What follows belongs to an exercise in optimizing a design on an open flow for small area, a short achievable clock period and few clock cycles per item; a production flow would make more cautious choices. Only the layout flow was run in this run; the RTL was not checked for function there.

==> design/flow/flow/run.sh <==
#!/bin/bash
# Standard ORFS layout, with the synthesis technology mapping done by the ABC
# script in flow/abc_speed.script (area-oriented mapping, then sizing).
set -euo pipefail
cd "$(dirname "${BASH_SOURCE[0]}")/.."
W=$PWD
rm -rf "$W/scripts_own"
cp -r "$FLOW_HOME/scripts" "$W/scripts_own"
cp "$W/flow/abc_speed.script" "$W/scripts_own/abc_speed.script"
bash standard.sh SCRIPTS_DIR="$W/scripts_own" finish > "$W/standard_flow.log" 2>&1
==> design/flow/flow/abc_speed.script <==
&get -n
&st
&dch -f
&nf
&put
topo
stime -c
buffer -c
upsize -c
dnsize -c
==> design/flow/standard.sh <==
#!/bin/bash
# synth_recipe.tcl (not shown) runs the flow's synth.tcl, then flattens the netlist and writes it again
# the make line also repeats each setting of config.mk as NAME=value (left out here)
make -C /OpenROAD-flow-scripts/flow DESIGN_CONFIG=/design/flow/config.mk WORK_HOME=/design/flow/orfs CLKGATE_MAP_FILE= SYNTH_SCRIPT=/design/flow/synth_recipe.tcl "${@:-finish}"
==> design/flow/config.mk <==
export PLATFORM = sky130hd
export DESIGN_NAME = aes_dec_core
export DESIGN_NICKNAME = aes_dec_core
export VERILOG_FILES = /design/flow/design.v
export SDC_FILE = /design/flow/constraint.sdc
export NUM_CORES = 4
export LEC_CHECK = 0
export CAP_MARGIN = 20
export CELL_PAD_IN_SITES_DETAIL_PLACEMENT = 1
export CELL_PAD_IN_SITES_GLOBAL_PLACEMENT = 2
export CORE_MARGIN = 2
export CORE_UTILIZATION = 40
export PLACE_DENSITY = 0.55
export SETUP_SLACK_MARGIN = 4.7
export SLEW_MARGIN = 20
==> design/flow/constraint.sdc <==
create_clock -name core_clock -period 8.0 [get_ports {clk}]
set_input_delay 1.6000 -clock core_clock [delete_from_list [all_inputs] [get_ports {clk}]]
set_output_delay 1.6000 -clock core_clock [all_outputs]
set_load 0.01 [all_outputs]
==> design/flow/design.v <==
module aes_dec_core (
    input  logic         clk,
    input  logic         rst,
    input  logic         start,
    input  logic [127:0] key,
    input  logic [127:0] ciphertext,
    input  logic         step_en,
    output logic         busy,
    output logic         done,
    output logic [127:0] plaintext
);
    function automatic logic [1:0] gf4_mul(input logic [1:0] a, input logic [1:0] b);
        logic t;
        t = a[1] & b[1];
        gf4_mul = {t ^ (a[1] & b[0]) ^ (a[0] & b[1]), t ^ (a[0] & b[0])};
    endfunction
    function automatic logic [3:0] gf16_mul(input logic [3:0] a, input logic [3:0] b);
        logic [1:0] t, u;
        t = gf4_mul(a[3:2], b[3:2]);
        u = gf4_mul(a[3:2] ^ a[1:0], b[3:2] ^ b[1:0]);
        gf16_mul = {u ^ gf4_mul(a[1:0], b[1:0]), {t[0] ^ t[1], t[1]} ^ gf4_mul(a[1:0], b[1:0])};
    endfunction
    function automatic logic [3:0] gf16_inv(input logic [3:0] a);
        case (a)
            4'h0: gf16_inv = 4'h0;
            4'h1: gf16_inv = 4'h1;
            4'h2: gf16_inv = 4'h3;
            4'h3: gf16_inv = 4'h2;
            4'h4: gf16_inv = 4'hf;
            4'h5: gf16_inv = 4'hc;
            4'h6: gf16_inv = 4'h9;
            4'h7: gf16_inv = 4'hb;
            4'h8: gf16_inv = 4'ha;
            4'h9: gf16_inv = 4'h6;
            4'ha: gf16_inv = 4'h8;
            4'hb: gf16_inv = 4'h7;
            4'hc: gf16_inv = 4'h5;
            4'hd: gf16_inv = 4'he;
            4'he: gf16_inv = 4'hd;
            4'hf: gf16_inv = 4'h4;
            default: gf16_inv = 4'h0;
        endcase
    endfunction
    function automatic logic [11:0] gf256_inv_a(input logic [7:0] a);
        gf256_inv_a = {a[7:4], a[7:4] ^ a[3:0],
                       gf16_inv({a[4] ^ a[3], a[5] ^ a[2] ^ a[3], a[5] ^ a[7] ^ a[1] ^ a[2], a[4] ^ a[5] ^ a[6] ^ a[7] ^ a[0] ^ a[1] ^ a[3]} ^ gf16_mul(a[7:4], a[3:0]))};
    endfunction
    function automatic logic [7:0] gf256_inv_b(input logic [11:0] p);
        gf256_inv_b = {gf16_mul(p[11:8], p[3:0]), gf16_mul(p[7:4], p[3:0])};
    endfunction
    function automatic logic [11:0] inv_sbox_a(input logic [7:0] x);
        inv_sbox_a = gf256_inv_a({x[1] ^ x[2] ^ x[6] ^ x[7], ~(x[0] ^ x[3]), x[3] ^ x[4] ^ x[5] ^ x[6], ~(x[1] ^ x[2] ^ x[7]), ~(x[5] ^ x[7]), x[1] ^ x[2] ^ x[6], x[2] ^ x[3] ^ x[5] ^ x[6], x[3]});
    endfunction
    function automatic logic [7:0] inv_sbox_b(input logic [11:0] p);
        logic [7:0] t;
        t = gf256_inv_b(p);
        inv_sbox_b = {t[1] ^ t[2] ^ t[5], t[2] ^ t[3] ^ t[6] ^ t[7], t[1] ^ t[2] ^ t[5] ^ t[7], t[1] ^ t[3] ^ t[4], t[1] ^ t[4] ^ t[6] ^ t[7], t[1] ^ t[4] ^ t[5], t[4] ^ t[6] ^ t[7], t[0] ^ t[1] ^ t[2] ^ t[4]};
    endfunction
    function automatic logic [11:0] sbox_a(input logic [7:0] x);
        sbox_a = gf256_inv_a({x[5] ^ x[7], x[1] ^ x[2] ^ x[3] ^ x[4] ^ x[5] ^ x[6], x[1] ^ x[4] ^ x[6] ^ x[7], x[2] ^ x[3] ^ x[4] ^ x[6] ^ x[7], x[1] ^ x[2] ^ x[6] ^ x[7], x[3] ^ x[4] ^ x[6], x[1] ^ x[3], x[0] ^ x[1] ^ x[2] ^ x[3] ^ x[7]});
    endfunction
    function automatic logic [7:0] sbox_b(input logic [11:0] p);
        logic [7:0] t;
        t = gf256_inv_b(p);
        sbox_b = {t[2] ^ t[7], ~(t[4] ^ t[7]), ~(t[2] ^ t[3] ^ t[7]), t[0] ^ t[2] ^ t[3] ^ t[4] ^ t[5], t[0], t[0] ^ t[1] ^ t[2] ^ t[3] ^ t[4], ~(t[0] ^ t[1] ^ t[3] ^ t[7]), ~(t[0] ^ t[6])};
    endfunction
    function automatic logic [7:0] xtime(input logic [7:0] x);
        xtime = {x[6:0], 1'b0} ^ (x[7] ? 8'h1b : 8'h00);
    endfunction
    function automatic logic [7:0] inv_xtime(input logic [7:0] x);
        inv_xtime = x[0] ? {1'b1, x[7:1] ^ 7'h0d} : {1'b0, x[7:1]};
    endfunction
    function automatic logic [31:0] inv_mix_col(input logic [31:0] col);
        logic [7:0] a [4];
        logic [7:0] x2 [4];
        logic [7:0] x4 [4];
        logic [7:0] x8 [4];
        logic [7:0] m9 [4];
        logic [7:0] mb [4];
        logic [7:0] md [4];
        logic [7:0] me [4];
        for (int j = 0; j < 4; j++) begin
            a[j]  = col[31 - 8*j -: 8];
            x2[j] = xtime(a[j]);
            x4[j] = xtime(x2[j]);
            x8[j] = xtime(x4[j]);
            m9[j] = x8[j] ^ a[j];
            mb[j] = x8[j] ^ x2[j] ^ a[j];
            md[j] = x8[j] ^ x4[j] ^ a[j];
            me[j] = x8[j] ^ x4[j] ^ x2[j];
        end
        inv_mix_col = {me[0] ^ mb[1] ^ md[2] ^ m9[3],
                       m9[0] ^ me[1] ^ mb[2] ^ md[3],
                       md[0] ^ m9[1] ^ me[2] ^ mb[3],
                       mb[0] ^ md[1] ^ m9[2] ^ me[3]};
    endfunction
    function automatic logic [127:0] inv_mix(input logic [127:0] s);
        inv_mix = {inv_mix_col(s[127:96]), inv_mix_col(s[95:64]),
                   inv_mix_col(s[63:32]), inv_mix_col(s[31:0])};
    endfunction
    function automatic logic [191:0] round_a(input logic [127:0] s);
        logic [191:0] o;
        logic [3:0]   dst;
        logic [3:0]   src;
        o = '0;
        for (int i = 0; i < 16; i++) begin
            dst = 4'(i);
            src = {dst[3:2] - dst[1:0], dst[1:0]};
            o[191 - 12*i -: 12] = inv_sbox_a(s[127 - 8*int'(src) -: 8]);
        end
        round_a = o;
    endfunction
    function automatic logic [127:0] round_b(input logic [191:0] p);
        logic [127:0] o;
        o = '0;
        for (int i = 0; i < 16; i++) o[127 - 8*i -: 8] = inv_sbox_b(p[191 - 12*i -: 12]);
        round_b = o;
    endfunction
    function automatic logic [47:0] key_a(input logic [31:0] w);
        key_a = {sbox_a(w[23:16]), sbox_a(w[15:8]), sbox_a(w[7:0]), sbox_a(w[31:24])};
    endfunction
    function automatic logic [31:0] key_b(input logic [47:0] m);
        key_b = {sbox_b(m[47:36]), sbox_b(m[35:24]), sbox_b(m[23:12]), sbox_b(m[11:0])};
    endfunction
    logic [127:0] s_r, p2_r, ra_r, rb_r, rc_r;
    logic [31:0]  ra3_r, rc3_r;    
    logic [191:0] p1_r;
    logic [47:0]  m_r;
    logic         a_act_r, b_act_r, c_act_r;
    logic [7:0]   a_rc_r, b_rc_r, c_rc_r;
    logic         busy_r, done_r;
    logic         x_act_r;         
    logic         x_rdy_r;         
    logic         x_go_r;          
    logic         x_half_r;        
    logic [127:0] x_ct_r;
    logic [127:0] x_k_r;           
    logic [47:0]  x_m_r;
    logic [7:0]   x_rc_r;
    logic [127:0] k0c_r;           
    logic         kv_r;            
    logic [127:0] y, kdec, z, x_pre, x_next;
    logic [31:0]  ksub, pre0;
    logic [31:0]  x_sub;
    logic         c_fin, afree, hit, accept, mv;
    assign ksub  = key_b(m_r);
    assign pre0  = rb_r[127:96] ^ {b_rc_r, 24'h0};
    assign kdec  = {pre0 ^ ksub, rb_r[127:96] ^ rb_r[95:64],
                    rb_r[95:64] ^ rb_r[63:32], rb_r[63:32] ^ rb_r[31:0]};
    assign y     = round_b(p1_r);
    assign z     = {y[127:96] ^ pre0 ^ ksub, y[95:0] ^ kdec[95:0]};
    assign c_fin = c_act_r && (c_rc_r == 8'h8d);
    assign afree = !c_act_r || c_fin;
    assign x_sub  = key_b(x_m_r);
    assign x_pre  = {x_k_r[127:96] ^ {x_rc_r, 24'h0},
                     x_k_r[127:96] ^ x_k_r[95:64] ^ {x_rc_r, 24'h0},
                     x_k_r[127:96] ^ x_k_r[95:64] ^ x_k_r[63:32] ^ {x_rc_r, 24'h0},
                     x_k_r[127:96] ^ x_k_r[95:64] ^ x_k_r[63:32] ^ x_k_r[31:0] ^ {x_rc_r, 24'h0}};
    assign x_next = x_pre ^ {4{x_sub}};
    assign hit    = kv_r && (key == k0c_r);
    assign accept = start && !busy_r;
    assign mv     = x_act_r && x_rdy_r && step_en && afree;
    always_ff @(posedge clk) begin
        if (rst) begin
            a_act_r <= 1'b0;
            b_act_r <= 1'b0;
            c_act_r <= 1'b0;
            x_act_r <= 1'b0;
            kv_r    <= 1'b0;
            busy_r  <= 1'b0;
            done_r  <= 1'b0;
        end else begin
            done_r <= step_en && b_act_r && (b_rc_r == 8'h01);
            if (step_en) begin
                a_act_r <= mv || (c_act_r && !c_fin);
                b_act_r <= a_act_r;
                c_act_r <= b_act_r;
            end
            if (accept) begin
                x_act_r <= 1'b1;
                kv_r    <= hit;
            end else if (mv) begin
                x_act_r <= 1'b0;
            end else if (x_act_r && !x_rdy_r && step_en && x_half_r && x_rc_r == 8'h36) begin
                kv_r    <= 1'b1;
            end
            busy_r <= accept || (x_act_r && !mv);
        end
        if (step_en) begin
            p1_r   <= round_a(s_r);
            rb_r   <= ra_r;
            m_r    <= key_a(ra3_r);
            b_rc_r <= a_rc_r;
            p2_r   <= z;
            rc_r   <= kdec;
            rc3_r  <= rb_r[95:64] ^ rb_r[31:0];
            c_rc_r <= inv_xtime(b_rc_r);
            if (mv) begin
                s_r    <= x_ct_r ^ x_k_r;
                ra_r   <= x_k_r;
                ra3_r  <= x_k_r[31:0] ^ x_k_r[63:32];
                a_rc_r <= 8'h36;
            end else begin
                s_r    <= inv_mix(p2_r);
                ra_r   <= rc_r;
                ra3_r  <= rc3_r;
                a_rc_r <= c_rc_r;
            end
        end
        if (!x_act_r) x_ct_r <= ciphertext;
        if (accept) begin
            k0c_r   <= key;
            x_rdy_r <= hit;
            x_go_r  <= 1'b0;
        end else if (x_act_r && !x_rdy_r && step_en) begin
            if (!x_go_r) begin
                x_go_r   <= 1'b1;
                x_half_r <= 1'b0;
                x_k_r    <= k0c_r;
                x_rc_r   <= 8'h01;
            end else begin
                x_half_r <= !x_half_r;
                if (x_half_r) begin
                    x_k_r  <= x_next;
                    x_rc_r <= xtime(x_rc_r);
                    if (x_rc_r == 8'h36) x_rdy_r <= 1'b1;
                end
            end
        end
        x_m_r <= key_a(x_k_r[31:0]);
    end
    assign busy      = busy_r;
    assign done      = done_r;
    assign plaintext = p2_r;
endmodule
==> impl_metrics.py <==
metrics = {
    "detailed_routing": {
        "routed_wl_um": 314000,
        "drc": 0,
        "drtIter0Drc": 3868,
        "wl_per_cell_um": 27.0,
        "drt_pass1_iterations": 5,
        "vias": 58400,
        "ant_nets": 0,
        "avgViaCountPerCell": 5.01,
    },
    "worst_setup_path": {
        "reg2reg_depth": 11,
        "required_ps": 8540,
        "endpoint": "s_r[11]",
        "critPathKind": "input port to flip-flop",
        "cp_cell_sequence": "buf_12 -> nand3_2 -> or2_4 -> buf_16 -> o211ai_1 -> o21ai_0",
        "worstPathArrival_ps": 4010,
        "crit_path_top_delay_cell": "o211ai_1",
        "r2r-start": "s_r[10]",
        "reg2reg_to": "p1_r[111]",
        "rrSetupSlack_ps": 4610,
        "startpoint_type": "input port",
        "slowest_delay_ps": 590,
        "crit_start": "step_en",
        "endpoint_kind": "flip-flop",
        "path_max_fanout": 160,
    },
    "sta": {
        "worstMarginPinSlew_ps": 1160,
        "whs_ps": 404,
        "max_clock_freq_mhz": 288,
        "finalHoldViolations": 0,
        "tns_ps": 0,
        "setup_viol": 0,
        "finalCritPeriodShare_pct": 43.4,
        "skew_ps": 38.1,
        "rsz0062_at_grt": "yes",
        "relSlewSlack_pct": 22.5,
        "fin_ws_ps": 4530,
        "finalCriticalPeriod_ps": 3470,
        "drv_slew": 0,
    },
    "place": {
        "dp_cells": 10900,
        "place_hpwl_um": 239000,
        "place_congestion": 0.869,
        "dpl_worst_slack_ps": 3660,
        "port_buffers": 389,
    },
    "outcome": {
        "run_status": "no timing/DRC/antenna violations",
    },
    "grt": {
        "grt_usage_pct": 26.7,
        "grt-ovfl-total": 0,
        "grt_max_degree": 169,
        "grt_pass1_vias": 60900,
        "grt_pass1_wl_um": 442000,
        "antenna_found_initial": 20,
    },
    "synthesis": {
        "synth-async-reset-ratio_pct": 0,
        "synth_flop_cell": "edfxtp_1",
        "ys_ff_latch": 1418,
        "synth_common_cells": "2391 x xnor2_1, 1362 x edfxtp_1, 1246 x xor2_1, 689 x nand2_1, 373 x nor2_1",
        "post-synth-top-count-cell": "xnor2_1",
        "syn_inst": 7641,
        "synth_area_leaders": "edfxtp_1 45%, xnor2_1 23%, xor2_1 12%",
        "synth_cell_types": 66,
        "synth_seq_area_share_pct": 46.3,
        "synth_largest_area_cell": "edfxtp_1",
        "post_synth.cell_area_avg_um2": 11.9,
        "yosysTopAreaCellShare_pct": 45.0,
        "synth_edf_count": 1362,
        "syn_area_mm2": 0.0908,
        "syn-num-nets": 8014,
        "yosys_warnings": 33,
    },
    "floorplanning": {
        "dieArea_mm2": 0.231,
        "io_pins": 390,
        "start_util_pct": 40.3,
        "placementRows": 174,
        "core-area_mm2": 0.225,
        "chipHeight_um": 480,
        "fp.dieW_um": 480,
    },
    "clocking": {
        "cts-root-buf": "clkbuf_16",
        "clk_pin_slew_ps": 60,
        "cts.sinks": 1418,
        "clkLatencyLatePin_ps": 830,
        "tritoncts": "built",
        "cts_buffers": 168,
        "clock_path_buffers": 3,
        "ctsHtreeMaxLevel": 4,
    },
    "finish": {
        "final_nets": 8892,
        "fillers": 23200,
        "final_cell_count_no_fill": 11700,
        "drive_gt1_share_pct": 17.5,
        "syn2layout_area_growth_pct": 22.5,
    },
    "run": {
        "cap_violations": 0,
    },
    "min_path": {
        "hp-class": "flip-flop to flip-flop",
    },
}
==> critical path: cells and delay by family <==
kind,cells,cell delay (ps)
compound gates,2,770
buf+inv,2,480
simple gates,2,700
==> worst min path at each step <==
| stage | startpoint | endpoint | slack [ps] | cells past startpoint |
|---|---|---|---|---|
| detailed placement | ra_r[62] | rb_r[62] | 410 | 0 |
| global route | ra_r[88] | rb_r[88] | 420 | 0 |
| finish | ra_r[68] | rb_r[68] | 400 | 0 |
| floorplan | a_rc_r[0] | b_rc_r[0] | 400 | 0 |
| global placement | ra_r[62] | rb_r[62] | 400 | 0 |
| CTS | ra_r[68] | rb_r[68] | 410 | 0 |
==> placed cells by master (no fill, tap or decap), drive strengths merged, types with 113 or more instances in the layout <==
cell and n:
clkdlybuf4s50 255, xnor2 2429, edfxtp 1362, o21ai 176, inv 129, xor2 1257
clkbuf 219, nor2 373, buf 535, a21oi 169, mux2 167, nand2 691
ha 113
==> kinds of logic (layout without fill, tap and decap cells) <==
| family | after synthesis | count (layout) | synth area share [%] |
|---|---|---|---|
| muxes | 220 | 220 | 2.66 |
| xor gates and xnor gates | 3812 | 3812 | 39.1 |
| other | 0 | 11 | 0 |
| and+or+nand+nor | 1258 | 1259 | 5.75 |
| AOI/OAI and AO/OA | 489 | 489 | 3.13 |
| DFF | 1418 | 1418 | 46.3 |
| buffers and inverters | 326 | 1337 | 1.44 |
| adders and majority gates | 118 | 118 | 1.61 |
==> through the flow <==
step / utilization (%) / area [µm²]
floorplan: - / 91200
global placement: 43.7 / 98400
detailed placement: 43.7 / 98500
CTS: 48.0 / 108000
global route: 49.3 / 111000
finish: 49.4 / 111000
==> area by class of cell <==
| class | instances | area, µm² | area share (%) |
|---|---|---|---|
| sequential | 1418 | 42000 | 37.8 |
| timing repair buffer | 911 | 7980 | 7.18 |
| clock buffer | 210 | 4370 | 3.93 |
| clock inverter | 94 | 902 | 0.811 |
| inverter | 122 | 480 | 0.432 |
| tap | 2992 | 3740 | 3.37 |
| multi-input combinational | 5898 | 51700 | 46.5 |
| antenna | 11 | 27.5 | 0.0248 |
==> flip-flops by register name (all words and copies together) (netlist names), 48 cells and up <==
signal	cells
p2_r	128
rb_r	128
x_ct_r	128
x_m_r	48
x_k_r	128
rc_r	128
p1_r	192
k0c_r	128
ra_r	128
m_r	48
s_r	128
==> routing by layer <==
layer	up-vias	GRT usage (%)	wire length, µm
met1	29800	36.6	141000
met2	1042	44.9	151000
met4	4	7.26	10100
met3	338	2.90	11700
li1	27200	-	-
met5	-	0	28
==> what timing repair did <==
| item | 4_1_cts | 5_1_grt |
|---|---|---|
| setup buffers | 318 | 152 |
| cloned | 0 | 1 |
| hold buffers | 0 | 0 |
| resized for setup | 539 | 294 |
| endpoints found under the setup margin | 281 | 229 |
| pin swaps | 138 | 157 |

## afterwards: timing with drivers on the ports
Ports are ideal in the flow. The routed layout listed here was re-timed in OpenROAD.
Step 1 sets driving cells, clkbuf_16 on the clock port and buf_2 on the other inputs (assumed; they add their load-dependent delay and slew).
Step 2 also shifts input and output timing later by t, the mid clock arrival at the registers, as if the neighbouring blocks saw the same clock.
Three values: ideal ports, drivers, drivers and shift; two values: the first two.
t, ns: 0.905
slack for setup (ns): 4.531 / 4.561 / 3.655
clock arrival spread, ns: 0.039 / 0.039
worst data-port slew with drivers (ns): 0.24
After both steps this run still meets setup and hold. For this run, drivers alone change the setup slack by +0.030 ns; drivers and shift together by -0.876 ns.
